From an optimization exercise on the open Yosys and OpenROAD flow, aimed at small area, a short achievable clock period and few clock cycles per item; shortcuts taken in it are not production practice.
RTL that was checked went through simulation tests only; none was proved equivalent to the original.
Function not checked in runs 1 to 6: the RTL went through the layout flow alone.
Power is estimated from default activity; no workload was simulated.

==> flow/design.v <==
`timescale 1ns/100ps
package pool_pkg;
	typedef logic [16-1:0] word_t;
	typedef logic [16*16-1:0] atom_t;
	typedef logic [16+4-1:0] sum_t;
	typedef enum logic {
		POOL_MAX = 1'b0,	 
		POOL_AVE = 1'b1	 
	} pool_op_e;
	typedef struct packed {
		pool_op_e    op;
		logic [2:0]  win_shift;	 
		logic [15:0] n_windows;	 
	} pool_cfg_t;
endpackage
`timescale 1ns/100ps
module pool_engine (
	input  logic        clk,
	input  logic        rst,
	input  logic        i_start,
	input  logic [19:0] i_cfg,	 
	input  logic        i_in_valid,
	input  logic [15:0] i_in_data,
	output logic        o_in_credit,
	output logic        o_out_valid,
	output logic [15:0] o_out_data,
	input  logic        i_out_credit,
	output logic        o_busy,
	output logic        o_done
);
	logic        busy_q;	 
	logic        op_q;	 
	logic [2:0]  ws_q;	 
	logic [15:0] rem_q;	 
	logic [3:0]  mask;	 
	logic [2:0]  sh;	 
	logic [15:0] head_q;
	logic        hv_q;	 
	logic [15:0] mem [3];
	logic [2:0]  wr_sel;	 
	logic [2:0]  rd_sel;	 
	logic [2:0]  mocc;	 
	logic [15:0] mem_rd;
	logic        load_head, from_mem, to_mem;
	logic [3:0]  atom_q;	 
	logic        nfirst_q;	 
	logic        nlast_q;	 
	logic        nword0_q;	 
	logic [3:0]  chan_q;	 
	logic        ch15_q;	 
	logic [3:0]  since_q;	 
	logic        aligned_q;	 
	logic [3:0]  used_q;	 
	logic        pop, win_end;
	logic [3:0]  atom_nx;
	logic [15:0] rem_dec;
	logic [19:0] acc;	 
	logic [10:0] lo_sum;
	logic        gt;
	logic [5:0]  w_hi;	 
	logic        w_c;	 
	logic        w_last, w_final;
	logic [19:0] ring [16];
	logic        s2_v, s2_final;
	assign mask    = 4'((5'd1 << ws_q) - 5'd1);
	assign sh      = op_q ? ws_q : 3'd0;
	assign pop     = hv_q && (!nword0_q || aligned_q) && (nlast_q || !used_q[3]);
	assign win_end = !nlast_q && ch15_q;
	assign atom_nx = nlast_q ? atom_q + 4'd1 : 4'd0;
	assign load_head = !hv_q || pop;
	assign from_mem  = load_head && mocc[0];
	assign to_mem    = i_in_valid && !(load_head && !mocc[0]);
	assign mem_rd    = ({16{rd_sel[0]}} & mem[0]) | ({16{rd_sel[1]}} & mem[1]) |
	                   ({16{rd_sel[2]}} & mem[2]);
	assign acc     = nfirst_q ? ring[14] : 20'd0;
	assign lo_sum  = {1'b0, acc[9:0]} + {1'b0, head_q[9:0]};
	assign gt      = (head_q > acc[15:0]);
	always_comb begin
		for (int i = 0; i < 16; i++) begin
			rem_dec[i] = rem_q[i] ^ ~|(rem_q & ((16'd1 << i) - 16'd1));
		end
	end
	always_ff @(posedge clk) begin
		for (int k = 0; k < 3; k++) begin
			if (!mocc[2] && wr_sel[k]) begin
				mem[k] <= i_in_data;
			end
		end
		if (load_head) begin
			head_q <= from_mem ? mem_rd : i_in_data;
		end
	end
	always_ff @(posedge clk or posedge rst) begin
		if (rst) begin
			hv_q     <= 1'b0;
			wr_sel   <= 3'd1;
			rd_sel   <= 3'd1;
			mocc     <= 3'd0;
			atom_q   <= 4'd0;
			nfirst_q <= 1'b0;
			nword0_q <= 1'b0;
			chan_q   <= 4'd0;
			ch15_q   <= 1'b0;
			used_q   <= 4'd0;
			w_last   <= 1'b0;
			w_final  <= 1'b0;
			s2_v     <= 1'b0;
			s2_final <= 1'b0;
			busy_q   <= 1'b0;
		end else begin
			if (load_head) begin
				hv_q <= mocc[0] || i_in_valid;
			end
			if (to_mem) begin
				wr_sel <= {wr_sel[1:0], wr_sel[2]};
			end
			if (from_mem) begin
				rd_sel <= {rd_sel[1:0], rd_sel[2]};
			end
			case ({to_mem, from_mem})
				2'b10:   mocc <= {mocc[1:0], 1'b1};
				2'b01:   mocc <= {1'b0, mocc[2:1]};
				default: ;
			endcase
			if (pop) begin
				chan_q   <= chan_q + 4'd1;
				ch15_q   <= (chan_q == 4'd14);
				nword0_q <= !win_end;
				if (ch15_q) begin
					atom_q   <= atom_nx;
					nfirst_q <= nlast_q;
				end
			end
			case ({pop && !nlast_q, i_out_credit})
				2'b10:   used_q <= {used_q[2:0], 1'b1};
				2'b01:   used_q <= {1'b0, used_q[3:1]};
				default: ;
			endcase
			w_last   <= pop && !nlast_q;
			w_final  <= pop && win_end && (rem_q == 16'd1);
			s2_v     <= w_last;
			s2_final <= w_final;
			busy_q   <= busy_q ? !s2_final : i_start;
		end
	end
	always_ff @(posedge clk) begin
		if (!busy_q) begin
			op_q    <= i_cfg[19];
			ws_q    <= i_cfg[18:16];
			rem_q   <= i_cfg[15:0];
			nlast_q <= (i_cfg[18:16] != 3'd0);
		end else begin
			if (pop && win_end) begin
				rem_q <= rem_dec;
			end
			if (pop && ch15_q) begin
				nlast_q <= (atom_nx != mask);
			end
		end
	end
	always_ff @(posedge clk) begin
		o_in_credit <= pop;
		o_out_valid <= s2_v;
		o_done      <= s2_final;
		o_busy      <= busy_q ? !s2_final : i_start;
	end
	always_ff @(posedge clk) begin
		since_q   <= pop ? 4'd0 : since_q + 4'd1;
		aligned_q <= pop || (since_q == 4'd15);
		w_hi      <= (pop && op_q) ? head_q[15:10] : 6'd0;
		w_c       <= pop && op_q && lo_sum[10];
		ring[15]  <= !pop ? ring[14] :
		             op_q ? {acc[19:10], lo_sum[9:0]} : {4'd0, gt ? head_q : acc[15:0]};
		ring[0]   <= {ring[15][19:10] + {4'd0, w_hi} + {9'd0, w_c}, ring[15][9:0]};
		for (int i = 1; i < 15; i++) begin
			ring[i] <= ring[i-1];
		end
		o_out_data <= 16'(ring[0] >> sh);
	end
endmodule
==> flow/flow/run.sh <==
#!/bin/bash
# The standard layout (standard.sh), with port buffers and clock tree options set here.
set -euo pipefail
export BUFFER_PORTS_ARGS="-buffer_cell sky130_fd_sc_hd__buf_2"
export CTS_ARGS="-sink_clustering_enable -repair_clock_nets -sink_clustering_size 24 -sink_clustering_max_diameter 60 -buf_list sky130_fd_sc_hd__clkbuf_16 -root_buf sky130_fd_sc_hd__clkbuf_16 -dont_use_dummy_load"
bash standard.sh > standard.log 2>&1
==> flow/standard.sh <==
#!/bin/bash
# synth_recipe.tcl (not shown) runs the flow's synth.tcl, then flattens the netlist and writes it again
# the make line also repeats each setting of config.mk as NAME=value (left out here)
make -C /OpenROAD-flow-scripts/flow DESIGN_CONFIG=/design/flow/config.mk WORK_HOME=/design/flow/orfs CLKGATE_MAP_FILE= SYNTH_SCRIPT=/design/flow/synth_recipe.tcl "${@:-finish}"
==> flow/config.mk <==
export PLATFORM = sky130hd
export DESIGN_NAME = pool_engine
export DESIGN_NICKNAME = pool_engine
export VERILOG_FILES = /design/flow/design.v
export SDC_FILE = /design/flow/constraint.sdc
export NUM_CORES = 4
export LEC_CHECK = 0
export ABC_CLOCK_PERIOD_IN_PS = 2000
export CAP_MARGIN = 20
export CORE_MARGIN = 2
export CORE_UTILIZATION = 65
export CTS_BUF_LIST = sky130_fd_sc_hd__clkbuf_8
export CTS_CLUSTER_DIAMETER = 40
export CTS_CLUSTER_SIZE = 16
export SETUP_SLACK_MARGIN = 3.7
export SLEW_MARGIN = 20
==> flow/constraint.sdc <==
create_clock -name core_clock -period 6.0 [get_ports {clk}]
set_input_delay 1.2000 -clock core_clock [delete_from_list [all_inputs] [get_ports {clk}]]
set_output_delay 1.2000 -clock core_clock [all_outputs]
set_load 0.01 [all_outputs]
==> impl_metrics.env, run 1 <==
export IMPL_crit_fanout=8
export IMPL_cts_sinks=467
export IMPL_min_to="ring[0][9]"
export IMPL_start_kind="register"
export IMPL_endpoint_kind="register"
export IMPL_p_switching_mw=1.785
export IMPL_finClkSkew_ns=0.09492
export IMPL_via_per_inst=5.274
export IMPL_diodes=0
export IMPL_synthAdderAreaFrac_pct=4.197
export IMPL_vias=7463
export IMPL_numCtsBuffers=29
export IMPL_coreArea_mm2=0.02169
export IMPL_dpl_cell_area_mm2=0.01489
export IMPL_cts_tree="done"
export IMPL_total_power_mw=7.110
export IMPL_wl_mm=22.87
export IMPL_min_path_cells=0
export IMPL_initial_utilization_pct=65.70
export IMPL_ys_warn_count=3
export IMPL_status="complete, no violations"
export IMPL_synth_fp_nets=1136
export IMPL_ys_ff_latch=467
export IMPL_hold_ws_ns=0.2251
export IMPL_synth_edff_count=85
export IMPL_die_w_um=152.1
export IMPL_dp_hpwl_mm=14.55
export IMPL_async_reset_ff_share_pct=6.424
export IMPL_timing_rr_end="ring[15][9]"
export IMPL_dieArea_mm2=0.02312
export IMPL_post_route_drc_count=0
export IMPL_layout_commonest_cell="dfxtp_1"
export IMPL_hold_violations=0
export IMPL_path_class="register to register"
export IMPL_num_rows=54
export IMPL_first_iter_violations=395
export IMPL_grt_max_degree=37
export IMPL_seq_area_mm2=0.01036
export IMPL_peakVddDrop_mv=0.3071
export IMPL_nFillCells=1412
export IMPL_nets=1224
export IMPL_rsz0062_at_grt="yes"
export IMPL_synth_simple_gate_area_share_pct=7.551
export IMPL_swShare_pct=25.11
export IMPL_yosysSeqAreaShare_pct=72.65
export IMPL_synthMuxAreaShare_pct=4.829
export IMPL_clkSlewWorstSetupHoldPaths_ns=0.09
export IMPL_routedWlPerCell_um=16.16
export IMPL_die_h_um=152.1
export IMPL_p_per_area_mw_per_mm2=441.4
export IMPL_avgSynthCellArea_um2=13.58
export IMPL_finalSetupTns_ns=0
export IMPL_syn_cell_area_mm2=0.01425
export IMPL_required_ns=6.43
export IMPL_tightest_slew_ns=0.8599
export IMPL_clockRootBuffer="clkbuf_16"
export IMPL_num_io_pins=61
export IMPL_drv_cap=0
export IMPL_finalMaxSlewViolations=0
export IMPL_ys_flop_type="dfxtp_1"
export IMPL_final_cell_mix="dfxtp_1, edfxtp_1, nand2_1"
export IMPL_area_growth_pct=13.04
export IMPL_insertion_delay_ns=0.58
export IMPL_synth_compound_area_share_pct=6.814
export IMPL_p_clk_share_pct=24.7
export IMPL_slew_headroom_pct=42.41
export IMPL_cts_buffer_depth=3
export IMPL_grt_pass1_wl_mm=36.83
export IMPL_grt_pass1_vias=7239
export IMPL_pwr_share_seq_pct=61.0
export IMPL_hp_start="ring[15][9]"
export IMPL_syn_inst=1049
export IMPL_r2r_start="nfirst_q"
export IMPL_gp_congestion=0.7791
export IMPL_fmax_ghz=0.3937
export IMPL_ctsHoldBuffers=0
export IMPL_hp_class="register to register"
export IMPL_grt_use_total_pct=19.59
export IMPL_combPwrFrac_pct=14.3
export IMPL_leakage_nw=6.682
export IMPL_drt_pass1_iterations=5
export IMPL_synth_xor_area_share_pct=1.967
export IMPL_layout_min_cycle_time_ns=2.540
export IMPL_cts_htree_levels=1
export IMPL_final_area_mm2=0.01611
export IMPL_synth_top_family_by_area="simple AND/OR/NAND/NOR gates"
export IMPL_power_internal_mw=5.325
export IMPL_critPathArrivalTime_ns=2.97
export IMPL_yosysUniqueCellTypes=65
export IMPL_numPortBuffers=60
export IMPL_finalCritPeriodShare_pct=42.33
export IMPL_antenna_found_initial=0
export IMPL_drive_gt1_share_pct=18.33
export IMPL_overflow=0
export IMPL_reg2reg_slack_ns=3.46
export IMPL_setup_viol=0
export IMPL_multi_input_area_mm2=0.003966
export IMPL_ff2ff_path_depth=11
export IMPL_ant_nets=0
-- worst max path at each step --
stage | from | endpoint | slack, ns | cells after the start
6_report | nfirst_q | ring[15][9] | 3.46 | 11
5_1_grt | nfirst_q | ring[15][9] | 3.38 | 10
4_1_cts | nfirst_q | ring[15][8] | 3.46 | 11
3_5_place_dp | nlast_q | mocc[2] | 2.30 | 8
3_3_place_gp | nlast_q | mocc[2] | 2.41 | 8
2_1_floorplan | nfirst_q | ring[15][10] | 3.68 | 10
-- cell type report --
class                           count  share of cell area, %
Sequential cell                   467                  64.30
Timing Repair Buffer               89                  3.433
Multi-Input combinational cell    512                  24.62
Clock buffer                       29                  4.505
Tap cell                          280                  2.175
Inverter                           38                 0.9632
-- layer usage --
| layer | wire length, um | GRT usage (%) | up-vias |
|---|---|---|---|
| met5 | 0 | 0 | - |
| met4 | 441 | 4.984 | 0 |
| met3 | 846 | 2.995 | 33 |
| met2 | 10360 | 30.74 | 133 |
| met1 | 11220 | 29.04 | 3526 |
| li1 | - | - | 3771 |
-- synthesized netlist by cell type (all sizes together), types with 4 or more instances --
cell type    n  area, um2
a21oi       44      224.0
a222oi      16      160.2
a31oi        5      31.28
and2         7      43.79
and3        11      68.82
buf          6      40.03
clkbuf      27      101.4
dfrtp       28      700.7
dfxtp      352       7047
edfxtp      85       2552
ha          43      538.0
inv         37      138.9
mux2        30      337.8
mux2i       26      260.3
mux4         4      90.09
nand2       87      326.6
nand2b      15      93.84
nand3       11      55.05
nand4        5      31.28
nor2        43      168.9
nor2b       19      118.9
nor3         6      30.03
nor4         5      31.28
o21ai       48      240.2
o21bai       4      30.03
xnor2       19      166.4
xor2        13      113.9
-- through the flow --
stage	worst slack, ns	instances	util [%]
2_1_floorplan	3.678	1049	-
3_3_place_gp	2.408	1361	68.63
3_5_place_dp	2.295	1361	68.63
4_1_cts	3.458	1406	73.53
5_1_grt	3.382	1415	74.27
6_report	3.460	1415	74.27
-- registers in the layout, summed over array words and instances, names as in the netlist, 4 cells and up --
signal,cells
since_q,4
o_out_data,16
rem_q,16
chan_q,4
ring,320
head_q,16
w_hi,6
atom_q,4
mem,48
used_q,4
-- repair_timing --
action	in CTS	in global routing
pin swaps	20	17
endpoints found under the hold margin	0	0
setup endpoints to repair	116	39
gates resized for setup	43	18
gates cloned	0	1
setup buffers	16	8
-- logic make-up after synthesis --
kind of cell / after synthesis
simple gates: 223
compound gates: 150
mux: 60
fa+ha+maj: 46
buf+inv: 71
flops: 467
xor+xnor: 32
-- power by group through the flow --
stage / Clock (mW) / Sequential, mW / Combinational [mW]
floorplan: 0 / 4.25 / 0.644
global placement: 0 / 4.37 / 0.807
detailed placement: 0 / 4.39 / 0.829
CTS: 1.80 / 4.34 / 0.957
global route: 1.90 / 4.42 / 1.13
finish: 1.75 / 4.34 / 1.02
-- critical path: stages (launching register included) --
cell and delay (ns):
dfrtp_4 0.52, buf_8 0.16, buf_6 0.12, nand2_4 0.05, ha_4 0.20, and3_4 0.16
a221oi_2 0.25, a21oi_2 0.11, o31ai_4 0.37, buf_4 0.18, mux2i_1 0.18, o22a_1 0.15
==> inputs of run 2 (changes only) <==
==> flow/flow/run.sh (replaced) <==
#!/bin/bash
# The standard layout (standard.sh), with port buffers and clock tree options set here.
set -euo pipefail
export BUFFER_PORTS_ARGS="-buffer_cell sky130_fd_sc_hd__buf_2"
export CTS_ARGS="-sink_clustering_enable -repair_clock_nets -sink_clustering_size 16 -sink_clustering_max_diameter 40 -buf_list sky130_fd_sc_hd__clkbuf_8 -root_buf sky130_fd_sc_hd__clkbuf_16 -dont_use_dummy_load"
bash standard.sh > standard.log 2>&1
==> run 2 against run 1 <==
Area after synthesis did not move. Largest power group unchanged. Setup slack improved by 0.020 ns. Synthesized cell count did not move. Register-to-register slack improved by 0.02 ns. Clock skew fell by 0.024 ns. Utilization barely moved. Critical path type unchanged. Combinational power barely moved. Cell count rose by 1.1%. Still clean on timing, DRC and antenna. Sequential power barely moved.
==> impl_metrics.env, run 2 <==
export IMPL_min_to="ring[14][0]"
export IMPL_drive_gt1_share_pct=19.72
export IMPL_yosysSeqAreaShare_pct=72.65
export IMPL_insertion_delay_ns=0.52
export IMPL_drv_cap=0
export IMPL_final_cell_mix="dfxtp_1, edfxtp_1, nand2_1"
export IMPL_synthTopCellsByArea="dfxtp_1, edfxtp_1, dfrtp_1"
export IMPL_area_growth_pct=13.10
export IMPL_yosysUniqueCellTypes=65
export IMPL_ant_nets=0
export IMPL_fmax_ghz=0.3968
export IMPL_clockRootBuffer="clkbuf_16"
export IMPL_dieArea_mm2=0.02312
export IMPL_grt_use_total_pct=19.82
export IMPL_critPathArrivalTime_ns=2.89
export IMPL_hold_violations=0
export IMPL_slew_headroom_pct=40.48
export IMPL_reg2reg_slack_ns=3.48
export IMPL_min_path_cells=0
export IMPL_status="complete, no violations"
export IMPL_required_ns=6.37
export IMPL_crit_chain="buf_12 -> nand2_4 -> ha_4 -> and4_4 -> a221o_1 -> o31ai_4 -> buf_6 -> nor2_4 -> mux2_4"
export IMPL_combPwrFrac_pct=14.9
export IMPL_overflow=0
export IMPL_wl_mm=22.90
export IMPL_initial_utilization_pct=65.70
export IMPL_timing_rr_end="ring[15][15]"
export IMPL_reg_top3="ring: 320 flops, mem: 48 flops"
export IMPL_cts_tree="done"
export IMPL_pwr_share_seq_pct=62.3
export IMPL_ff2ff_path_depth=9
export IMPL_cts_buffer_depth=3
export IMPL_die_h_um=152.1
export IMPL_drt_pass1_iterations=4
export IMPL_r2r_start="nfirst_q"
export IMPL_clkSlewWorstSetupHoldPaths_ns=0.09
export IMPL_p_per_area_mw_per_mm2=433.5
export IMPL_swShare_pct=25.58
export IMPL_p_switching_mw=1.787
export IMPL_tightest_slew_ns=0.8888
export IMPL_synth_top_cells_by_count="dfxtp_1, nand2_1, edfxtp_1"
export IMPL_avgSynthCellArea_um2=13.58
export IMPL_ys_ff_latch=467
export IMPL_async_reset_ff_share_pct=6.424
export IMPL_via_per_inst=5.259
export IMPL_diodes=0
export IMPL_die_w_um=152.1
export IMPL_path_class="register to register"
export IMPL_routedWlPerCell_um=16.00
export IMPL_syn_inst=1049
export IMPL_top_register="ring"
export IMPL_yosysTopAreaCellShare_pct=49.45
export IMPL_crit_slowest_cell="dfrtp_4"
export IMPL_hp_class="register to register"
export IMPL_finalSetupTns_ns=0
export IMPL_post_route_drc_count=0
export IMPL_cts_sinks=467
export IMPL_syn_cell_area_mm2=0.01425
export IMPL_endpoint_kind="register"
export IMPL_synth_edff_count=85
export IMPL_vias=7526
export IMPL_ys_warn_count=3
export IMPL_grt_pass1_wl_mm=37.07
export IMPL_num_io_pins=61
export IMPL_power_internal_mw=5.199
export IMPL_peakVddDrop_mv=0.2377
export IMPL_layout_min_cycle_time_ns=2.520
export IMPL_numCtsBuffers=42
export IMPL_finClkSkew_ns=0.07056
export IMPL_grt_max_degree=37
export IMPL_dp_hpwl_mm=14.55
export IMPL_finalCritPeriodShare_pct=42.00
export IMPL_synth_fp_nets=1136
export IMPL_yosysMostFrequentCell="dfxtp_1"
export IMPL_critPathMaxStageDelay_ns=0.55
export IMPL_ys_flop_type="dfxtp_1"
export IMPL_crit_fanout=6
export IMPL_cts_htree_levels=2
export IMPL_num_rows=54
export IMPL_setup_viol=0
export IMPL_synth_top_cell_by_area="dfxtp_1"
export IMPL_total_power_mw=6.987
export IMPL_nets=1240
export IMPL_coreArea_mm2=0.02169
export IMPL_layout_commonest_cell="dfxtp_1"
export IMPL_largest_reg_flops=320
export IMPL_finalMaxSlewViolations=0
export IMPL_start_kind="register"
export IMPL_antenna_found_initial=0
export IMPL_grt_pass1_vias=7388
export IMPL_hp_start="ring[13][0]"
export IMPL_first_iter_violations=478
export IMPL_numPortBuffers=60
export IMPL_gp_congestion=0.7791
export IMPL_leakage_nw=6.727
export IMPL_rsz0062_at_grt="yes"
export IMPL_p_clk_share_pct=22.8
==> run 2: cell types whose count changed in the layout (fill, tap and decap cells not counted), sizes merged <==
cell | before | now
buf | 89 | 92
clkbuf | 29 | 42
==> run 2: worst max path at each step <==
| stage | to | startpoint | slack [ns] | cells after the start |
|---|---|---|---|---|
| after CTS | ring[15][8] | nfirst_q | 3.50 | 10 |
| final | ring[15][15] | nfirst_q | 3.48 | 9 |
| after global placement | mocc[2] | nlast_q | 2.41 | 8 |
| after floorplan | ring[15][10] | nfirst_q | 3.68 | 10 |
| after global routing | ring[15][15] | nfirst_q | 3.35 | 10 |
| after detailed placement | mocc[2] | nlast_q | 2.30 | 8 |
==> run 2: repair_timing <==
item                                    4_1_cts  5_1_grt
endpoints found under the hold margin         0        0
resized for setup                            61       19
setup buffers                                17       10
hold buffers                                  0        0
cloned                                        0        1
pin swaps                                    21       19
endpoints found under the setup margin      118       38
==> run 2: logic make-up after synthesis <==
kind of cell,Yosys count,share of synthesized area [%]
AND/OR/NAND/NOR,223,7.551
multiplexers,60,4.829
flip-flops,467,72.65
adder cells (fa/ha/maj),46,4.197
XOR/XNOR,32,1.967
buffers and inverters,71,1.993
AO/OA/AOI/OAI,150,6.814
==> run 2: worst max-delay path, delay by kind of cell (launching register included) <==
family,cells,cell delay (ns)
AND/OR/NAND/NOR,3,0.32
adder cells (fa/ha/maj),1,0.20
flip-flops,1,0.55
multiplexers,1,0.31
AO/OA/AOI/OAI,2,0.69
buffers and inverters,2,0.33
==> run 2: power by group through the flow <==
stage / sequential [mW] / combinational, mW / clock (mW)
floorplan: 4.25 / 0.644 / 0
global placement: 4.37 / 0.807 / 0
detailed placement: 4.39 / 0.829 / 0
CTS: 4.35 / 0.979 / 1.65
global route: 4.43 / 1.16 / 1.76
finish: 4.35 / 1.04 / 1.60
==> run 2: per-layer routing <==
metal,vias to the layer above,GRT usage [%],part of all wire [%]
met5,-,0,0
met3,37,3.936,4.3
met2,152,30.07,45
met4,0,6.364,2.0
li1,3799,-,-
met1,3538,29.12,49
==> run 2: final cells by class <==
cell class	instances	area, um2
multi-input combinational	512	4045
timing repair buffer	92	575.6
sequential	467	10360
inverter	38	155.1
clock buffer	42	634.4
fill	1395	5572
tap	280	350.3
==> run 2: through the flow <==
stage                     area, um2  hold slack [ns]  setup WS, ns  instances  util, %
after floorplan               14360           0.3096         3.678       1049        -
after global placement        14890           0.3099         2.408       1361    68.63
after detailed placement      14890           0.3121         2.295       1361    68.63
after CTS                     15940           0.2537         3.504       1420    73.48
after global routing          16120           0.2655         3.347       1431    74.31
final                         16120           0.2670         3.480       1431    74.31
==> inputs of run 3 (changes only) <==
--- a/flow/design.v
+++ b/flow/design.v
@@ -55,5 +55,5 @@
 	logic [3:0]  atom_nx;
 	logic [15:0] rem_dec;
-	logic [19:0] acc;	 
+	logic        premask;	 
 	logic [10:0] lo_sum;
 	logic        gt;
@@ -73,7 +73,8 @@
 	assign mem_rd    = ({16{rd_sel[0]}} & mem[0]) | ({16{rd_sel[1]}} & mem[1]) |
 	                   ({16{rd_sel[2]}} & mem[2]);
-	assign acc     = nfirst_q ? ring[14] : 20'd0;
-	assign lo_sum  = {1'b0, acc[9:0]} + {1'b0, head_q[9:0]};
-	assign gt      = (head_q > acc[15:0]);
+	assign lo_sum  = {1'b0, ring[14][9:0]} + {1'b0, head_q[9:0]};
+	assign gt      = (head_q > ring[14][15:0]);
+	assign premask = !((pop && ch15_q) ? nlast_q : nfirst_q) &&
+	                 (!(pop ? !win_end : nword0_q) || pop || (since_q == 4'd15));
 	always_comb begin
 		for (int i = 0; i < 16; i++) begin
@@ -171,9 +172,10 @@
 		w_c       <= pop && op_q && lo_sum[10];
 		ring[15]  <= !pop ? ring[14] :
-		             op_q ? {acc[19:10], lo_sum[9:0]} : {4'd0, gt ? head_q : acc[15:0]};
+		             op_q ? {ring[14][19:10], lo_sum[9:0]} : {4'd0, gt ? head_q : ring[14][15:0]};
 		ring[0]   <= {ring[15][19:10] + {4'd0, w_hi} + {9'd0, w_c}, ring[15][9:0]};
-		for (int i = 1; i < 15; i++) begin
+		for (int i = 1; i < 14; i++) begin
 			ring[i] <= ring[i-1];
 		end
+		ring[14]  <= premask ? 20'd0 : ring[13];
 		o_out_data <= 16'(ring[0] >> sh);
 	end
==> run 3 against run 2 <==
Still clean. Sequential share of layout area increased by 0.78 points. Clock skew decreased by 0.0034 ns. Utilization increased by 1.0 points. Area after synthesis decreased by 0.89%. Critical path depth decreased by 2. Combinational power increased by 31%. Power increased by 5.2%. Hold slack improved by 0.015 ns. Count of clock-buffer cells in the layout unchanged. Highest routed layer unchanged.
==> impl_metrics.env, run 3 <==
export IMPL_status="complete, no violations"
export IMPL_yosysMostFrequentCell="dfxtp_1"
export IMPL_path_class="register to register"
export IMPL_overflow=0
export IMPL_initial_utilization_pct=66.77
export IMPL_nets=1232
export IMPL_synth_top_cell_by_area="dfxtp_1"
export IMPL_top_register="ring"
export IMPL_grt_pass1_vias=7121
export IMPL_start_kind="register"
export IMPL_cts_tree="done"
export IMPL_clockRootBuffer="clkbuf_16"
export IMPL_die_h_um=151.4
export IMPL_cts_buffer_depth=3
export IMPL_tightest_slew_ns=0.8555
export IMPL_diodes=0
export IMPL_required_ns=6.37
export IMPL_fmax_ghz=0.4254
export IMPL_ys_warn_count=3
export IMPL_insertion_delay_ns=0.50
export IMPL_clkSlewWorstSetupHoldPaths_ns=0.09
export IMPL_busiest_layer="met2"
export IMPL_numPortBuffers=60
export IMPL_vias=7404
export IMPL_yosysSeqAreaShare_pct=73.30
export IMPL_use_met1_pct=29.02
export IMPL_synth_edff_count=85
export IMPL_cts_htree_levels=2
export IMPL_grt_use_total_pct=19.96
export IMPL_synthTopCellsByArea="dfxtp_1, edfxtp_1, dfrtp_1"
export IMPL_finalSetupTns_ns=0
export IMPL_yosysTopAreaCellShare_pct=49.89
export IMPL_p_per_area_mw_per_mm2=461.2
export IMPL_finalMaxSlewViolations=0
export IMPL_syn_cell_area_mm2=0.01412
export IMPL_num_rows=53
export IMPL_dp_hpwl_mm=14.29
export IMPL_num_io_pins=61
export IMPL_syn_inst=1031
export IMPL_via_per_inst=5.221
export IMPL_reg_top3="ring: 320 flops, mem: 48 flops"
export IMPL_gp_congestion=0.7867
export IMPL_finClkSkew_ns=0.06719
export IMPL_synth_compound_area_share_pct=6.945
export IMPL_use_met3_pct=4.096
export IMPL_yosysUniqueCellTypes=65
export IMPL_crit_fanout=6
export IMPL_async_reset_ff_share_pct=6.424
export IMPL_ant_nets=0
export IMPL_cts_sinks=467
export IMPL_endpoint_kind="register"
export IMPL_area_growth_pct=12.87
export IMPL_hold_violations=0
export IMPL_synth_fp_nets=1118
export IMPL_ys_flop_type="dfxtp_1"
export IMPL_finalCritPeriodShare_pct=39.18
export IMPL_post_route_drc_count=0
export IMPL_rsz0062_at_grt="yes"
export IMPL_synth_top_family_by_area="simple AND/OR/NAND/NOR gates"
export IMPL_hp_class="register to register"
export IMPL_final_cell_mix="dfxtp_1, edfxtp_1, nand2_1"
export IMPL_routedWlPerCell_um=16.07
export IMPL_largest_reg_flops=320
export IMPL_slew_headroom_pct=42.71
export IMPL_synth_simple_gate_area_share_pct=7.318
export IMPL_synthAdderAreaFrac_pct=4.235
export IMPL_drv_cap=0
export IMPL_avgSynthCellArea_um2=13.70
export IMPL_critPathArrivalTime_ns=2.72
export IMPL_first_iter_violations=341
export IMPL_numCtsBuffers=42
export IMPL_grt_pass1_wl_mm=35.42
export IMPL_reg2reg_slack_ns=3.65
export IMPL_peakVddDrop_mv=0.2495
export IMPL_antenna_found_initial=0
export IMPL_drive_gt1_share_pct=20.38
export IMPL_drt_pass1_iterations=5
export IMPL_coreArea_mm2=0.02115
export IMPL_leakage_nw=6.559
export IMPL_synthMuxAreaShare_pct=3.880
export IMPL_grt_max_degree=37
export IMPL_met2_usage_pct=30.52
export IMPL_setup_viol=0
export IMPL_layout_commonest_cell="dfxtp_1"
export IMPL_wl_mm=22.79
export IMPL_ys_ff_latch=467
export IMPL_final_util_pct=75.36
export IMPL_synth_xor_area_share_pct=2.108
export IMPL_synth_top_cells_by_count="dfxtp_1, edfxtp_1, nand2_1"
export IMPL_dieArea_mm2=0.02292
export IMPL_layout_min_cycle_time_ns=2.351
export IMPL_die_w_um=151.4
==> run 3: layer usage <==
metal  vias up  part of all wire [%]
met5         -                     0
met2       143                    44
met3        44                   4.7
met4         0                   2.1
met1      3477                    49
li1       3740                     -
==> run 3: worst paths after layout <==
check / from / to / depth (start not counted)
max in group asynchronous: rst / rd_sel[0] / 3
max reg2reg: head_q[15] / ring[15][9] / 7
min reg2reg: ring[2][11] / ring[3][11] / 0
min: ring[2][11] / ring[3][11] / 0
max: head_q[15] / ring[15][9] / 7
min in group asynchronous: rst / busy_q / 3
==> run 3: repair_timing <==
action | in CTS | in global routing
hold buffers | 0 | 0
setup endpoints to repair | 100 | 58
resized for setup | 25 | 37
setup buffers | 13 | 22
pin swaps | 3 | 21
gates cloned | 2 | 0
==> run 3: cell families (layout without fill, tap and decap cells) <==
kind of cell / count (synthesis) / in the layout
XOR/XNOR: 34 / 34
buffers and inverters: 79 / 189
multiplexers: 47 / 47
adder cells (fa/ha/maj): 46 / 46
AO/OA/AOI/OAI: 149 / 150
flip-flops: 467 / 467
AND/OR/NAND/NOR: 209 / 210
==> run 3: power breakdown <==
part           internal, mW  total (mW)  switching (mW)  leakage [nW]
Combinational         0.658        1.36           0.698          2.18
Clock                 0.702        1.59           0.883         0.328
Sequential             4.06        4.41           0.351          4.05
Total                  5.42        7.35            1.93          6.56
==> run 3: layout make-up <==
class / count / area, um2
multi-input combinational: 487 / 3789
sequential: 467 / 10370
timing repair buffer: 98 / 609.3
inverter: 49 / 196.4
tap: 275 / 344.1
clock buffer: 42 / 634.4
fill: 1364 / 5213
==> run 3: critical path: stages (launching register included) <==
cell and delay, ns:
edfxtp_1 0.49, ha_4 0.31, nand4_1 0.18, nor4_2 0.41
a211o_1 0.25, and2_4 0.21, o22ai_1 0.08, a222oi_1 0.32
==> run 3: metrics by stage <==
step	area (um2)	std cells	power [mW]	setup WS, ns	hold slack [ns]
after floorplan	14130	1031	5.151	3.750	0.3096
after global placement	14680	1339	5.482	2.683	0.3102
after detailed placement	14680	1339	5.508	2.593	0.3121
after CTS	15590	1396	7.227	3.673	0.2773
after global routing	15940	1418	7.751	3.555	0.2821
final	15940	1418	7.351	3.649	0.2816
==> inputs of run 4 (changes only) <==
==> flow/flow/run.sh (replaced) <==
#!/bin/bash
# The standard layout (standard.sh), with port buffers and clock tree options set here.
set -euo pipefail
export BUFFER_PORTS_ARGS="-buffer_cell sky130_fd_sc_hd__buf_2"
export CTS_ARGS="-sink_clustering_enable -repair_clock_nets -sink_clustering_size 24 -sink_clustering_max_diameter 60 -buf_list sky130_fd_sc_hd__clkbuf_16 -root_buf sky130_fd_sc_hd__clkbuf_16 -dont_use_dummy_load"
bash standard.sh > standard.log 2>&1
==> run 4 against run 3 <==
Register-to-register slack gained 0.07 ns. Clock power grew about 10%. Final area shrank 0.14%. Hold slack lost 0.0030 ns. Sequential share of layout area grew 0.052 points. Wire length grew 0.24%. Utilization shrank 0.11 points. Count of clock-buffer cells in the layout shrank 13. Synthesized cell count is the same. Non-clock buffer count shrank 6. Largest power group unchanged. Highest routed layer unchanged.
==> impl_metrics.env, run 4 <==
export IMPL_nFillCells=1346
export IMPL_yosysTopAreaCellShare_pct=49.89
export IMPL_insertion_delay_ns=0.57
export IMPL_diodes=0
export IMPL_synth_top_cell_by_area="dfxtp_1"
export IMPL_clkSlewWorstSetupHoldPaths_ns=0.08
export IMPL_initial_utilization_pct=66.77
export IMPL_top_register="ring"
export IMPL_start_kind="register"
export IMPL_crit_fanout=7
export IMPL_wl_mm=22.84
export IMPL_required_ns=6.44
export IMPL_ctsHoldBuffers=0
export IMPL_critPathMaxStageDelay_ns=0.46
export IMPL_p_per_area_mw_per_mm2=468.5
export IMPL_layout_commonest_cell="dfxtp_1"
export IMPL_hp_class="register to register"
export IMPL_yosysSeqAreaShare_pct=73.30
export IMPL_syn_cell_area_mm2=0.01412
export IMPL_yosysMostFrequentCell="dfxtp_1"
export IMPL_ys_flop_type="dfxtp_1"
export IMPL_num_rows=53
export IMPL_numCtsBuffers=29
export IMPL_vias=7387
export IMPL_peakVddDrop_mv=0.2666
export IMPL_worst_slack_ns=3.718
export IMPL_die_w_um=151.4
export IMPL_reg_top3="ring: 320 flops, mem: 48 flops"
export IMPL_status="complete, no violations"
export IMPL_coreArea_mm2=0.02115
export IMPL_crit_slowest_cell="edfxtp_1"
export IMPL_synth_fp_nets=1118
export IMPL_synth_edff_count=85
export IMPL_overflow=0
export IMPL_post_route_drc_count=0
export IMPL_num_io_pins=61
export IMPL_yosysUniqueCellTypes=65
export IMPL_finalSetupTns_ns=0
export IMPL_syn_inst=1031
export IMPL_drive_gt1_share_pct=18.17
export IMPL_finalCritPeriodShare_pct=38.04
export IMPL_layout_min_cycle_time_ns=2.282
export IMPL_async_reset_ff_share_pct=6.424
export IMPL_tightest_slew_ns=0.8810
export IMPL_crit_chain="ha_1 -> nand4_1 -> nor2_1 -> a221o_1 -> a211o_1 -> and2_4 -> buf_12 -> o22ai_1 -> a21oi_1"
export IMPL_ant_nets=0
export IMPL_first_iter_violations=417
export IMPL_finalMaxSlewViolations=0
export IMPL_ys_warn_count=3
export IMPL_fmax_ghz=0.4381
export IMPL_area_growth_pct=12.71
export IMPL_via_per_inst=5.284
export IMPL_leakage_nw=6.539
export IMPL_largest_reg_flops=320
export IMPL_rsz0062_at_grt="yes"
export IMPL_cts_buffer_depth=3
export IMPL_drt_pass1_iterations=5
export IMPL_clockRootBuffer="clkbuf_16"
export IMPL_nets=1212
export IMPL_grt_use_total_pct=19.98
export IMPL_finClkSkew_ns=0.07204
export IMPL_final_cell_mix="dfxtp_1, edfxtp_1, nand2_1"
export IMPL_cts_tree="done"
export IMPL_die_h_um=151.4
export IMPL_dieArea_mm2=0.02292
export IMPL_cts_sinks=467
export IMPL_drv_cap=0
export IMPL_grt_max_degree=37
export IMPL_setup_viol=0
export IMPL_hold_violations=0
export IMPL_multi_input_area_mm2=0.003725
export IMPL_antenna_found_initial=0
export IMPL_routedWlPerCell_um=16.34
export IMPL_slew_headroom_pct=41.00
export IMPL_numPortBuffers=60
export IMPL_seq_area_mm2=0.01036
export IMPL_endpoint_kind="register"
export IMPL_path_class="register to register"
export IMPL_place_worst_setup_slack_ns=2.593
export IMPL_grt_pass1_vias=7051
export IMPL_synth_top_cells_by_count="dfxtp_1, edfxtp_1, nand2_1"
export IMPL_gp_congestion=0.7867
export IMPL_grt_pass1_wl_mm=35.70
export IMPL_avgSynthCellArea_um2=13.70
export IMPL_critPathArrivalTime_ns=2.72
export IMPL_cts_htree_levels=1
export IMPL_ys_ff_latch=467
export IMPL_dp_hpwl_mm=14.29
export IMPL_synthTopCellsByArea="dfxtp_1, edfxtp_1, dfrtp_1"
[run 4: metal layers]
layer  up-vias  track usage (%)  share of wire (%)
met3        40            2.892                4.3
met4         0            5.000                2.3
met5         -                0                  0
met2       139            30.90                 45
met1      3497            29.97                 49
li1       3711                -                  -
[run 4: worst paths after layout]
check	endpoint	slack (ns)	depth (start not counted)	from
min	ring[3][1]	0.28	0	ring[2][1]
min in group asynchronous	busy_q	0.73	3	rst
min reg2reg	ring[3][1]	0.28	0	ring[2][1]
max in group asynchronous	wr_sel[0]	4.95	3	rst
max reg2reg	ring[15][2]	3.72	9	head_q[15]
max	ring[15][2]	3.72	9	head_q[15]
[run 4: logic make-up after synthesis]
logic type	after synthesis	share of synthesized area (%)
mux	47	3.880
simple gates	209	7.318
fa+ha+maj	46	4.235
buf+inv	79	2.215
flops	467	73.30
xor+xnor	34	2.108
compound gates	149	6.945
[run 4: per-stage QoR]
stage	util, %	std cells	hold WS (ns)	instance area (um2)	total power, mW
6_report	75.25	1398	0.2787	15920	7.459
5_1_grt	75.25	1398	0.2901	15920	7.853
4_1_cts	74.02	1382	0.2839	15660	7.374
3_5_place_dp	69.37	1339	0.3121	14680	5.508
3_3_place_gp	69.37	1339	0.3102	14680	5.482
2_1_floorplan	-	1031	0.3096	14130	5.151
[run 4: timing repair]
action,CTS,global route
resized for setup,22,26
gates cloned,1,0
endpoints found under the setup margin,100,53
pin swaps,2,15
setup buffers,13,16
hold endpoints to repair,0,0
[run 4: report_power, final]
group          total, mW  internal (mW)  leakage (nW)  switching [mW]
logic               1.30          0.624          2.13           0.679
clock network       1.75          0.851         0.357           0.897
registers           4.41           4.06          4.05           0.353
total               7.46           5.53          6.54            1.93
[run 4: area by class of cell]
type / instances / area share (%)
multi-input combinational: 486 / 23.40
clock buffer: 29 / 4.559
tap: 275 / 2.161
sequential: 467 / 65.09
timing repair buffer: 92 / 3.553
inverter: 49 / 1.234
[run 4: critical path, delay by kind of cell, from the launching register on]
family | cells | cell delay [ns]
compound gates | 4 | 0.85
flops | 1 | 0.46
buf+inv | 1 | 0.14
fa+ha+maj | 1 | 0.34
simple gates | 3 | 0.40
==> inputs of run 5 (changes only) <==
--- a/flow/design.v
+++ b/flow/design.v
@@ -74,7 +74,19 @@
 	                   ({16{rd_sel[2]}} & mem[2]);
 	assign lo_sum  = {1'b0, ring[14][9:0]} + {1'b0, head_q[9:0]};
-	assign gt      = (head_q > ring[14][15:0]);
+	assign gt      = word_gt(head_q, ring[14][15:0]);
 	assign premask = !((pop && ch15_q) ? nlast_q : nfirst_q) &&
 	                 (!(pop ? !win_end : nword0_q) || pop || (since_q == 4'd15));
+	function automatic logic word_gt(input logic [15:0] a, input logic [15:0] b);
+		logic [15:0] g, l;
+		g = a & ~b;
+		l = ~a & b;
+		for (int w = 1; w < 16; w = w * 2) begin
+			for (int i = 0; i + w < 16; i = i + 2 * w) begin
+				g[i] = g[i + w] | (!l[i + w] && g[i]);
+				l[i] = l[i + w] | (!g[i + w] && l[i]);
+			end
+		end
+		word_gt = g[0];
+	endfunction
 	always_comb begin
 		for (int i = 0; i < 16; i++) begin
--- a/flow/config.mk
+++ b/flow/config.mk
@@ -6,5 +6,5 @@
 export NUM_CORES = 4
 export LEC_CHECK = 0
-export ABC_CLOCK_PERIOD_IN_PS = 2000
+export ABC_CLOCK_PERIOD_IN_PS = 1200
 export CAP_MARGIN = 20
 export CORE_MARGIN = 2
==> run 5 against run 4 <==
Maximum frequency decreased by 2.1%. Area after synthesis grew 1.2%. Clock power about the same. Count of clock-buffer cells in the layout stayed put. Highest routed layer unchanged. Via count rose by 1.6%. Critical path type unchanged. Hold slack gained 0.0082 ns. Die area up 1.2%. Still clean on timing, DRC and antenna. Combinational power barely moved. Critical endpoint is now ring[15][7]. Wire length grew 1.9%.
==> impl_metrics.env, run 5 <==
export IMPL_ys_flop_type="dfxtp_1"
export IMPL_min_path_cells=0
export IMPL_finalCritPeriodShare_pct=38.84
export IMPL_routed_top_layer="met4"
export IMPL_hp_class="register to register"
export IMPL_ys_ff_latch=467
export IMPL_grt_use_total_pct=19.89
export IMPL_crit_fanout=6
export IMPL_cts_sinks=467
export IMPL_die_h_um=152.3
export IMPL_clkSlewWorstSetupHoldPaths_ns=0.09
export IMPL_post_route_drc_count=0
export IMPL_dpl_cell_area_mm2=0.01485
export IMPL_required_ns=6.44
export IMPL_drt_pass1_iterations=5
export IMPL_layout_min_cycle_time_ns=2.330
export IMPL_routedWlPerCell_um=16.29
export IMPL_final_area_mm2=0.01623
export IMPL_numPortBuffers=60
export IMPL_final_cell_mix="dfxtp_1, edfxtp_1, nand2_1"
export IMPL_yosysMostFrequentCell="dfxtp_1"
export IMPL_fmax_ghz=0.4291
export IMPL_combPwrFrac_pct=17.1
export IMPL_finClkSkew_ns=0.05529
export IMPL_drv_cap=0
export IMPL_via_per_inst=5.253
export IMPL_largest_reg_flops=320
export IMPL_min_to="ring[3][0]"
export IMPL_layout_commonest_cell="dfxtp_1"
export IMPL_hp_start="ring[2][0]"
export IMPL_diodes=0
export IMPL_synth_top_cells_by_count="dfxtp_1, edfxtp_1, nand2_1"
export IMPL_place_worst_setup_slack_ns=2.207
export IMPL_num_rows=54
export IMPL_grt_pass1_wl_mm=37.61
export IMPL_vias=7506
export IMPL_rsz0062_at_grt="yes"
export IMPL_num_io_pins=61
export IMPL_r2r_start="head_q[8]"
export IMPL_reg_top3="ring: 320 flops, mem: 48 flops"
export IMPL_dp_hpwl_mm=14.13
export IMPL_dieArea_mm2=0.02320
export IMPL_slew_headroom_pct=40.48
export IMPL_async_reset_ff_share_pct=6.424
export IMPL_power_internal_mw=5.548
export IMPL_first_iter_violations=392
export IMPL_setup_viol=0
export IMPL_synthTopCellsByArea="dfxtp_1, edfxtp_1, dfrtp_1"
export IMPL_yosysUniqueCellTypes=59
export IMPL_antenna_found_initial=1
export IMPL_path_class="register to register"
export IMPL_ys_warn_count=3
export IMPL_nets=1241
export IMPL_avgSynthCellArea_um2=13.55
export IMPL_numCtsBuffers=29
export IMPL_ctsHoldBuffers=0
export IMPL_grt_pass1_vias=7336
export IMPL_yosysTopAreaCellShare_pct=49.28
export IMPL_gp_congestion=0.8521
export IMPL_ant_nets=0
export IMPL_cts_htree_levels=1
export IMPL_swShare_pct=26.07
export IMPL_critPathArrivalTime_ns=2.77
export IMPL_overflow=0
export IMPL_worst_slack_ns=3.670
export IMPL_initial_utilization_pct=65.93
export IMPL_leakage_nw=6.709
export IMPL_total_power_mw=7.505
export IMPL_start_kind="register"
export IMPL_p_clk_share_pct=23.4
export IMPL_p_per_area_mw_per_mm2=462.3
export IMPL_finalSetupTns_ns=0
export IMPL_area_growth_pct=13.52
export IMPL_syn_inst=1055
export IMPL_clockRootBuffer="clkbuf_16"
export IMPL_cts_buffer_depth=3
export IMPL_die_w_um=152.3
export IMPL_peakVddDrop_mv=0.2925
export IMPL_status="complete, no violations"
export IMPL_grt_max_degree=37
export IMPL_cts_tree="done"
export IMPL_synth_fp_nets=1145
export IMPL_ff2ff_path_depth=10
export IMPL_met2_length_mm=10.22
export IMPL_synth_edff_count=85
export IMPL_p_switching_mw=1.957
export IMPL_timing_rr_end="ring[15][7]"
export IMPL_insertion_delay_ns=0.55
export IMPL_drive_gt1_share_pct=19.41
export IMPL_pwr_share_seq_pct=59.5
export IMPL_finalMaxSlewViolations=0
export IMPL_hold_violations=0
export IMPL_wl_met1_mm=11.41
export IMPL_tightest_slew_ns=0.8888
export IMPL_top_register="ring"
export IMPL_wl_mm=23.28
export IMPL_coreArea_mm2=0.02169
export IMPL_yosysSeqAreaShare_pct=72.39
export IMPL_synth_top_cell_by_area="dfxtp_1"
export IMPL_wl_met3_mm=1.038
export IMPL_endpoint_kind="register"
export IMPL_nFillCells=1405
export IMPL_reg2reg_slack_ns=3.67
export IMPL_syn_cell_area_mm2=0.01430
run 5: timing repair:
action | in CTS | in global routing
pin swaps | 8 | 22
resized for setup | 23 | 56
endpoints found under the hold margin | 0 | 0
gates cloned | 2 | 0
buffers inserted | 24 | 10
endpoints found under the setup margin | 134 | 35
run 5: cells by family after synthesis:
group	count (synthesis)	share of synthesized area, %
mux	59	4.734
fa+ha+maj	51	4.585
buf+inv	86	2.319
compound gates	143	6.422
flops	467	72.39
xor+xnor	34	2.082
simple gates	215	7.464
run 5: routing by layer:
| metal | GRT usage [%] | vias up |
|---|---|---|
| li1 | - | 3774 |
| met1 | 30.11 | 3530 |
| met2 | 30.52 | 159 |
| met3 | 2.844 | 43 |
| met4 | 5.340 | 0 |
| met5 | 0 | - |
run 5: critical path, stage by stage, from the launching register on:
cell and delay (ns):
edfxtp_1 0.39, buf_4 0.13, inv_1 0.04, ha_1 0.20, a21o_1 0.17, a311o_1 0.27, a211oi_2 0.25, a211oi_4 0.08
buf_12 0.14, a21o_1 0.20, a221o_1 0.33
run 5: final cells by class:
class / count / area [um2] / area share (%)
inverter: 54 / 215.2 / 1.326
tap: 280 / 350.3 / 2.158
sequential: 467 / 10350 / 63.79
clock buffer: 29 / 725.7 / 4.470
multi-input combinational: 504 / 3984 / 24.54
timing repair buffer: 95 / 603.1 / 3.715
run 5: metrics by stage:
stage / util [%] / instances / hold WS [ns]
floorplan: - / 1055 / 0.3096
global placement: 68.45 / 1364 / 0.3100
detailed placement: 68.49 / 1364 / 0.3121
CTS: 73.45 / 1419 / 0.2889
global route: 74.85 / 1429 / 0.3005
finish: 74.85 / 1429 / 0.2869
run 5: worst max-delay path by stage:
stage / start / slack [ns] / endpoint
floorplan: nlast_q / 3.72 / mocc[2]
global placement: nlast_q / 2.16 / ring[14][19]
detailed placement: nlast_q / 2.21 / ring[14][2]
CTS: head_q[1] / 3.58 / ring[15][11]
global route: head_q[8] / 3.55 / ring[15][7]
finish: head_q[8] / 3.67 / ring[15][7]
run 5: power groups by stage:
stage | sequential [mW] | combinational, mW | clock [mW]
CTS | 4.46 | 1.15 | 1.79
finish | 4.47 | 1.28 | 1.75
global placement | 4.50 | 0.989 | 0
floorplan | 4.36 | 0.766 | 0
global route | 4.56 | 1.41 | 1.90
detailed placement | 4.50 | 1.01 | 0
==> inputs of run 6 (changes only) <==
--- a/flow/config.mk
+++ b/flow/config.mk
@@ -6,5 +6,5 @@
 export NUM_CORES = 4
 export LEC_CHECK = 0
-export ABC_CLOCK_PERIOD_IN_PS = 1200
+export ABC_CLOCK_PERIOD_IN_PS = 2000
 export CAP_MARGIN = 20
 export CORE_MARGIN = 2
==> run 6 against run 5 <==
Still clean on timing, DRC and antenna. Sequential power hardly changed. Global-route usage stayed put. Utilization stayed put. Sequential cell count stayed put. Critical path type unchanged.
==> impl_metrics.env, run 6 <==
export IMPL_status="complete, no violations"
export IMPL_crit_family="compound AO/OA/AOI/OAI gates"
export IMPL_tightest_slew_ns=0.8888
export IMPL_stdcell_count=1429
export IMPL_cts_buffer_depth=3
export IMPL_coreArea_mm2=0.02169
export IMPL_finalSetupTns_ns=0
export IMPL_hold_violations=0
export IMPL_crit_fanout=6
export IMPL_yosysMostFrequentCell="dfxtp_1"
export IMPL_grt_pass1_wl_mm=37.61
export IMPL_layout_min_cycle_time_ns=2.330
export IMPL_grt_max_degree=37
export IMPL_drv_cap=0
export IMPL_num_rows=54
export IMPL_leakage_nw=6.709
export IMPL_diodes=0
export IMPL_reg_top3="ring: 320 flops, mem: 48 flops"
export IMPL_first_iter_violations=392
export IMPL_rsz0062_at_grt="yes"
export IMPL_required_ns=6.44
export IMPL_ys_warn_count=3
export IMPL_dpl_cell_area_mm2=0.01485
export IMPL_initial_utilization_pct=65.93
export IMPL_finalMaxSlewViolations=0
export IMPL_ys_flop_type="dfxtp_1"
export IMPL_dp_hpwl_mm=14.13
export IMPL_final_util_pct=74.85
export IMPL_ys_ff_latch=467
export IMPL_fmax_ghz=0.4291
export IMPL_nFillCells=1405
export IMPL_grt_use_total_pct=19.89
export IMPL_yosysTopAreaCellShare_pct=49.28
export IMPL_clkSlewWorstSetupHoldPaths_ns=0.09
export IMPL_vias=7506
export IMPL_routedWlPerCell_um=16.29
export IMPL_timing_rr_end="ring[15][7]"
export IMPL_crit_chain="buf_4 -> inv_1 -> ha_1 -> a21o_1 -> a311o_1 -> a211oi_2 -> a211oi_4 -> buf_12 -> a21o_1 -> a221o_1"
export IMPL_finClkSkew_ns=0.05529
export IMPL_setup_viol=0
export IMPL_async_reset_ff_share_pct=6.424
export IMPL_numPortBuffers=60
export IMPL_nets=1241
export IMPL_synth_top_cell_by_area="dfxtp_1"
export IMPL_numCtsBuffers=29
export IMPL_final_cell_mix="dfxtp_1, edfxtp_1, nand2_1"
export IMPL_slew_headroom_pct=40.48
export IMPL_synth_fp_nets=1145
export IMPL_drt_pass1_iterations=5
export IMPL_yosysSeqAreaShare_pct=72.39
export IMPL_die_w_um=152.3
export IMPL_ant_nets=0
export IMPL_critPathMaxStageDelay_ns=0.39
export IMPL_antenna_found_initial=1
export IMPL_num_io_pins=61
export IMPL_area_growth_pct=13.52
export IMPL_endpoint_kind="register"
export IMPL_layout_commonest_cell="dfxtp_1"
export IMPL_reg2reg_slack_ns=3.67
export IMPL_hp_class="register to register"
export IMPL_min_path_cells=0
export IMPL_largest_reg_flops=320
export IMPL_dp_cells=1364
export IMPL_avgSynthCellArea_um2=13.55
export IMPL_synthTopCellsByArea="dfxtp_1, edfxtp_1, dfrtp_1"
export IMPL_syn_cell_area_mm2=0.01430
export IMPL_critPathArrivalTime_ns=2.77
export IMPL_die_h_um=152.3
export IMPL_synth_edff_count=85
export IMPL_drive_gt1_share_pct=19.41
export IMPL_crit_slowest_cell="edfxtp_1"
export IMPL_post_route_drc_count=0
export IMPL_worst_slack_ns=3.670
export IMPL_dieArea_mm2=0.02320
export IMPL_clockRootBuffer="clkbuf_16"
export IMPL_cts_htree_levels=1
export IMPL_total_power_mw=7.505
export IMPL_hold_ws_ns=0.2869
export IMPL_gp_congestion=0.8521
export IMPL_finalCritPeriodShare_pct=38.84
export IMPL_min_to="ring[3][0]"
export IMPL_worst_path_buf_inv=3
export IMPL_insertion_delay_ns=0.55
export IMPL_final_area_mm2=0.01623
export IMPL_multi_input_area_mm2=0.003984
export IMPL_cts_tree="done"
export IMPL_synth_top_cells_by_count="dfxtp_1, edfxtp_1, nand2_1"
export IMPL_peakVddDrop_mv=0.2925
export IMPL_place_worst_setup_slack_ns=2.207
export IMPL_seq_area_mm2=0.01035
export IMPL_wl_mm=23.28
export IMPL_cts_sinks=467
export IMPL_p_per_area_mw_per_mm2=462.3
export IMPL_r2r_start="head_q[8]"
export IMPL_hp_start="ring[2][0]"
export IMPL_grt_pass1_vias=7336
export IMPL_top_register="ring"
export IMPL_start_kind="register"
export IMPL_syn_inst=1055
export IMPL_cp_common_cell="a21o_1"
export IMPL_ff2ff_path_depth=10
export IMPL_overflow=0
export IMPL_yosysUniqueCellTypes=59
export IMPL_via_per_inst=5.253
export IMPL_path_class="register to register"
[run 6: what timing repair did]
| action | CTS | global route |
|---|---|---|
| setup buffers | 24 | 10 |
| hold buffers | 0 | 0 |
| gates cloned | 2 | 0 |
| pin swaps | 8 | 22 |
| setup endpoints to repair | 134 | 35 |
| resized for setup | 23 | 56 |
[run 6: layer usage]
metal | vias up | routed length (um) | GRT usage (%)
li1 | 3774 | - | -
met1 | 3530 | 11410 | 30.11
met2 | 159 | 10220 | 30.52
met3 | 43 | 1038 | 2.844
met4 | 0 | 616 | 5.340
met5 | - | 0 | 0
[run 6: worst max-delay path by stage]
stage | from | to | slack [ns] | cells past startpoint
2_1_floorplan | nlast_q | mocc[2] | 3.72 | 9
3_3_place_gp | nlast_q | ring[14][19] | 2.16 | 7
3_5_place_dp | nlast_q | ring[14][2] | 2.21 | 7
4_1_cts | head_q[1] | ring[15][11] | 3.58 | 9
5_1_grt | head_q[8] | ring[15][7] | 3.55 | 10
6_report | head_q[8] | ring[15][7] | 3.67 | 10
[run 6: area by class of cell]
cell class,count,area share [%]
clock buffers,29,4.470
repair buffers,95,3.715
inverters,54,1.326
flip-flops and latches,467,63.79
multi-input cells,504,24.54
well taps,280,2.158
[run 6: worst reg2reg max path, cell delays in order, from the launching register on]
cell and delay [ns]:
edfxtp_1 0.39, buf_4 0.13, inv_1 0.04, ha_1 0.20, a21o_1 0.17, a311o_1 0.27, a211oi_2 0.25, a211oi_4 0.08
buf_12 0.15, a21o_1 0.20, a221o_1 0.33
[run 6: power by group]
part	internal [mW]	total, mW	switching [mW]
clock network	0.850	1.75	0.902
registers	4.08	4.47	0.386
logic	0.615	1.28	0.668
total	5.55	7.51	1.96
[run 6: kinds of logic (layout without fill, tap and decap cells)]
kind of cell / after synthesis / in the layout / synth area share (%)
buf+inv: 86 / 178 / 2.319
mux: 59 / 59 / 4.734
fa+ha+maj: 51 / 51 / 4.585
simple gates: 215 / 216 / 7.464
xor+xnor: 34 / 34 / 2.082
compound gates: 143 / 144 / 6.422
flops: 467 / 467 / 72.39
==> inputs of run 7 (changes only) <==
--- a/flow/design.v
+++ b/flow/design.v
@@ -58,6 +58,8 @@
 	logic [10:0] lo_sum;
 	logic        gt;
+	logic [9:0]  w_lo;
 	logic [5:0]  w_hi;	 
 	logic        w_c;	 
+	logic        w_gt;	 
 	logic        w_last, w_final;
 	logic [19:0] ring [16];
@@ -74,19 +76,7 @@
 	                   ({16{rd_sel[2]}} & mem[2]);
 	assign lo_sum  = {1'b0, ring[14][9:0]} + {1'b0, head_q[9:0]};
-	assign gt      = word_gt(head_q, ring[14][15:0]);
+	assign gt      = (head_q > ring[14][15:0]);
 	assign premask = !((pop && ch15_q) ? nlast_q : nfirst_q) &&
 	                 (!(pop ? !win_end : nword0_q) || pop || (since_q == 4'd15));
-	function automatic logic word_gt(input logic [15:0] a, input logic [15:0] b);
-		logic [15:0] g, l;
-		g = a & ~b;
-		l = ~a & b;
-		for (int w = 1; w < 16; w = w * 2) begin
-			for (int i = 0; i + w < 16; i = i + 2 * w) begin
-				g[i] = g[i + w] | (!l[i + w] && g[i]);
-				l[i] = l[i + w] | (!g[i + w] && l[i]);
-			end
-		end
-		word_gt = g[0];
-	endfunction
 	always_comb begin
 		for (int i = 0; i < 16; i++) begin
@@ -181,9 +171,11 @@
 		since_q   <= pop ? 4'd0 : since_q + 4'd1;
 		aligned_q <= pop || (since_q == 4'd15);
-		w_hi      <= (pop && op_q) ? head_q[15:10] : 6'd0;
+		w_lo      <= head_q[9:0];
+		w_hi      <= pop ? head_q[15:10] : 6'd0;
 		w_c       <= pop && op_q && lo_sum[10];
-		ring[15]  <= !pop ? ring[14] :
-		             op_q ? {ring[14][19:10], lo_sum[9:0]} : {4'd0, gt ? head_q : ring[14][15:0]};
-		ring[0]   <= {ring[15][19:10] + {4'd0, w_hi} + {9'd0, w_c}, ring[15][9:0]};
+		w_gt      <= pop && !op_q && gt;
+		ring[15]  <= {ring[14][19:10], (pop && op_q) ? lo_sum[9:0] : ring[14][9:0]};
+		ring[0]   <= op_q ? {ring[15][19:10] + {4'd0, w_hi} + {9'd0, w_c}, ring[15][9:0]}
+		                  : {4'd0, w_gt ? {w_hi, w_lo} : ring[15][15:0]};
 		for (int i = 1; i < 14; i++) begin
 			ring[i] <= ring[i-1];
==> run 7 against run 6 <==
Die area up 1.5%. Cell count down 2.4%. Wire length down 2.5%. Global-route usage down 0.73 points. Clock power down 3%. Synthesized cell count down 0.38%. Critical endpoint is now o_out_data[11]. Largest power group unchanged.
==> impl_metrics.env, run 7 <==
export IMPL_first_iter_violations=509
export IMPL_ctsHoldBuffers=0
export IMPL_antenna_found_initial=1
export IMPL_status="complete, no violations"
export IMPL_yosysMostFrequentCell="dfxtp_1"
export IMPL_grt_pass1_wl_mm=36.16
export IMPL_layout_commonest_cell="dfxtp_1"
export IMPL_yosysUniqueCellTypes=64
export IMPL_diodes=0
export IMPL_yosysTopAreaCellShare_pct=50.06
export IMPL_reg2reg_slack_ns=3.80
export IMPL_insertion_delay_ns=0.55
export IMPL_ff2ff_path_depth=9
export IMPL_reg_top3="ring: 320 flops, mem: 48 flops"
export IMPL_p_switching_mw=1.865
export IMPL_critPathMaxStageDelay_ns=0.37
export IMPL_ys_flop_type="dfxtp_1"
export IMPL_nFillCells=1553
export IMPL_num_io_pins=61
export IMPL_finalCritPeriodShare_pct=37.62
export IMPL_hold_ws_ns=0.3022
export IMPL_cts_tree="done"
export IMPL_async_reset_ff_share_pct=6.276
export IMPL_p_per_area_mw_per_mm2=461.3
export IMPL_crit_slowest_cell="dfxtp_1"
export IMPL_drv_cap=0
export IMPL_drive_gt1_share_pct=14.08
export IMPL_synth_edff_count=85
export IMPL_critPathArrivalTime_ns=1.06
export IMPL_post_route_drc_count=0
export IMPL_power_internal_mw=5.427
export IMPL_final_cell_mix="dfxtp_1, edfxtp_1, nand2_1"
export IMPL_r2r_start="w_hi[0]"
export IMPL_top_register="ring"
export IMPL_slew_headroom_pct=35.19
export IMPL_numCtsBuffers=27
export IMPL_min_to="ring[6][12]"
export IMPL_ys_ff_latch=478
export IMPL_synth_top_cell_by_area="dfxtp_1"
export IMPL_tightest_slew_ns=0.9701
export IMPL_start_kind="register"
export IMPL_gp_congestion=0.8629
export IMPL_overflow=0
export IMPL_syn_cell_area_mm2=0.01452
export IMPL_finalMaxSlewViolations=0
export IMPL_stdcell_count=1395
export IMPL_crit_chain="buf_2"
export IMPL_grt_use_total_pct=19.15
export IMPL_p_clk_share_pct=23.3
export IMPL_final_area_mm2=0.01581
export IMPL_combPwrFrac_pct=14.4
export IMPL_synth_xor_area_share_pct=1.690
export IMPL_hp_class="register to register"
export IMPL_synth_compound_area_share_pct=6.405
export IMPL_routedWlPerCell_um=16.26
export IMPL_ant_nets=0
export IMPL_numPortBuffers=60
export IMPL_synthMuxAreaShare_pct=5.241
export IMPL_dieArea_mm2=0.02354
export IMPL_pwr_share_seq_pct=62.3
export IMPL_synthTopCellsByArea="dfxtp_1, edfxtp_1, dfrtp_1"
export IMPL_die_w_um=153.4
export IMPL_vias=7413
export IMPL_dp_cells=1363
export IMPL_clockRootBuffer="clkbuf_16"
export IMPL_dpl_cell_area_mm2=0.01506
export IMPL_synth_simple_gate_area_share_pct=7.517
export IMPL_cts_sinks=478
export IMPL_setup_viol=0
export IMPL_drt_pass1_iterations=4
export IMPL_cts_buffer_depth=3
export IMPL_nets=1204
export IMPL_coreArea_mm2=0.02189
export IMPL_layout_min_cycle_time_ns=2.257
export IMPL_via_per_inst=5.314
export IMPL_synthAdderAreaFrac_pct=4.120
export IMPL_swShare_pct=25.58
export IMPL_grt_max_degree=37
export IMPL_timing_rr_end="ring[0][18]"
export IMPL_rsz0062_at_grt="no"
export IMPL_synth_top_family_by_area="simple AND/OR/NAND/NOR gates"
export IMPL_min_path_cells=0
export IMPL_initial_utilization_pct=66.31
export IMPL_crit_fanout=1
export IMPL_final_util_pct=72.22
export IMPL_ys_warn_count=3
export IMPL_dp_hpwl_mm=14.80
export IMPL_avgSynthCellArea_um2=13.81
export IMPL_largest_reg_flops=320
export IMPL_required_ns=4.80
export IMPL_area_growth_pct=8.913
export IMPL_finClkSkew_ns=0.05514
export IMPL_cts_htree_levels=1
export IMPL_fmax_ghz=0.4430
export IMPL_clkSlewWorstSetupHoldPaths_ns=0.08
export IMPL_yosysSeqAreaShare_pct=72.84
export IMPL_synth_top_cells_by_count="dfxtp_1, edfxtp_1, nand2_1"
export IMPL_num_rows=54
export IMPL_hold_violations=0
export IMPL_hp_start="ring[5][12]"
export IMPL_wl_mm=22.69
export IMPL_synth_fp_nets=1138
export IMPL_leakage_nw=6.442
export IMPL_finalSetupTns_ns=0
export IMPL_worst_path_buf_inv=1
export IMPL_crit_family="flip-flops"
export IMPL_syn_inst=1051
export IMPL_die_h_um=153.4
export IMPL_peakVddDrop_mv=0.2817
export IMPL_endpoint_kind="output port"
export IMPL_path_class="register to output port"
export IMPL_grt_pass1_vias=7065
## run 7: cell types whose count changed after synthesis, moves of 9 or more
cell / delta
and2_1: +27
clkbuf_1: -11
dfxtp_1: +11
inv_1: -9
nor2b_1: -28
## run 7: through the flow
step / worst slack [ns] / total power, mW
finish: 3.743 / 7.292
global route: 3.709 / 7.672
CTS: 3.735 / 7.350
detailed placement: 3.258 / 5.648
global placement: 3.308 / 5.611
floorplan: 3.738 / 5.220
## run 7: power groups by stage
stage	logic, mW	clock network (mW)	registers (mW)
2_1_floorplan	0.776	0	4.44
3_3_place_gp	1.02	0	4.60
3_5_place_dp	1.04	0	4.61
4_1_cts	1.05	1.74	4.56
5_1_grt	1.19	1.85	4.63
6_report	1.05	1.70	4.55
## run 7: final cells by class
type	instances	area (um2)	share of cell area, %
well taps	280	350.3	2.216
inverters	46	175.2	1.108
flip-flops and latches	478	10570	66.89
clock buffers	27	675.6	4.274
repair buffers	69	375.4	2.374
multi-input cells	495	3659	23.14
## run 7: worst max path at each step
stage / start / end / depth (start not counted)
2_1_floorplan: ws_q[1] / nlast_q / 7
3_3_place_gp: op_q / o_out_data[8] / 3
3_5_place_dp: op_q / o_out_data[4] / 3
4_1_cts: o_out_data[3] / o_out_data[3] / 1
5_1_grt: o_out_data[3] / o_out_data[3] / 1
6_report: o_out_data[11] / o_out_data[11] / 1
## run 7: logic make-up (layout without fill, tap and decap cells)
family          Yosys count  count (layout)
fa+ha+maj                46              46
compound gates          144             144
simple gates            215             215
flops                   478             478
buf+inv                  78             142
mux                      62              62
xor+xnor                 28              28
## run 7: per-layer routing
metal / track usage (%) / wire, um / up-vias
met3: 2.694 / 904 / 31
met2: 29.40 / 9924 / 149
met5: 0 / 0 / -
li1: - / - / 3737
met1: 29.39 / 11400 / 3496
met4: 4.369 / 459 / 0
## run 7: repair_timing
| item | in CTS | in global routing |
|---|---|---|
| gates resized for setup | 4 | 6 |
| setup buffers | 5 | 0 |
| endpoints found under the setup margin | 54 | 45 |
Testbench counts of run 7, summed over its fixed seeds: cycles 41,208, words 40,688.

==> static timing again, ports no longer ideal <==
In the flow no input, the clock included, has a driving cell. The finished layouts below were timed again as built, in two steps. Step 1 assumes that a clkbuf_16 drives the clock port and a buf_2 every other input. Step 2, shift: input delay + t, output delay - t, t = (earliest + latest rising clock arrival at the registers) / 2. This alone moves slack from input paths to output paths. Three values: ideal ports, drivers, drivers and shift; two values: the first two.
run	t, ns	slack for setup (ns)	worst hold slack (ns)	clock arrival spread, ns	worst register clock-pin slew, ns
run 1	0.581	3.460 / 3.460 / 3.460	0.225 / 0.225 / 0.225	0.095 / 0.095	0.09 / 0.09
run 2	0.531	3.480 / 3.480 / 3.480	0.267 / 0.267 / 0.267	0.071 / 0.071	0.09 / 0.09
run 3	0.523	3.649 / 3.649 / 3.649	0.282 / 0.282 / 0.282	0.075 / 0.076	0.09 / 0.09
run 4	0.583	3.718 / 3.708 / 3.718	0.279 / 0.279 / 0.279	0.073 / 0.073	0.09 / 0.09
run 5	0.579	3.670 / 3.670 / 3.670	0.287 / 0.287 / 0.287	0.067 / 0.067	0.09 / 0.09
run 6	0.579	3.670 / 3.670 / 3.670	0.287 / 0.287 / 0.287	0.067 / 0.067	0.09 / 0.09
run 7	0.566	3.743 / 3.697 / 3.800	0.302 / 0.302 / 0.302	0.057 / 0.057	0.09 / 0.09
After both steps every run listed still meets setup and hold.
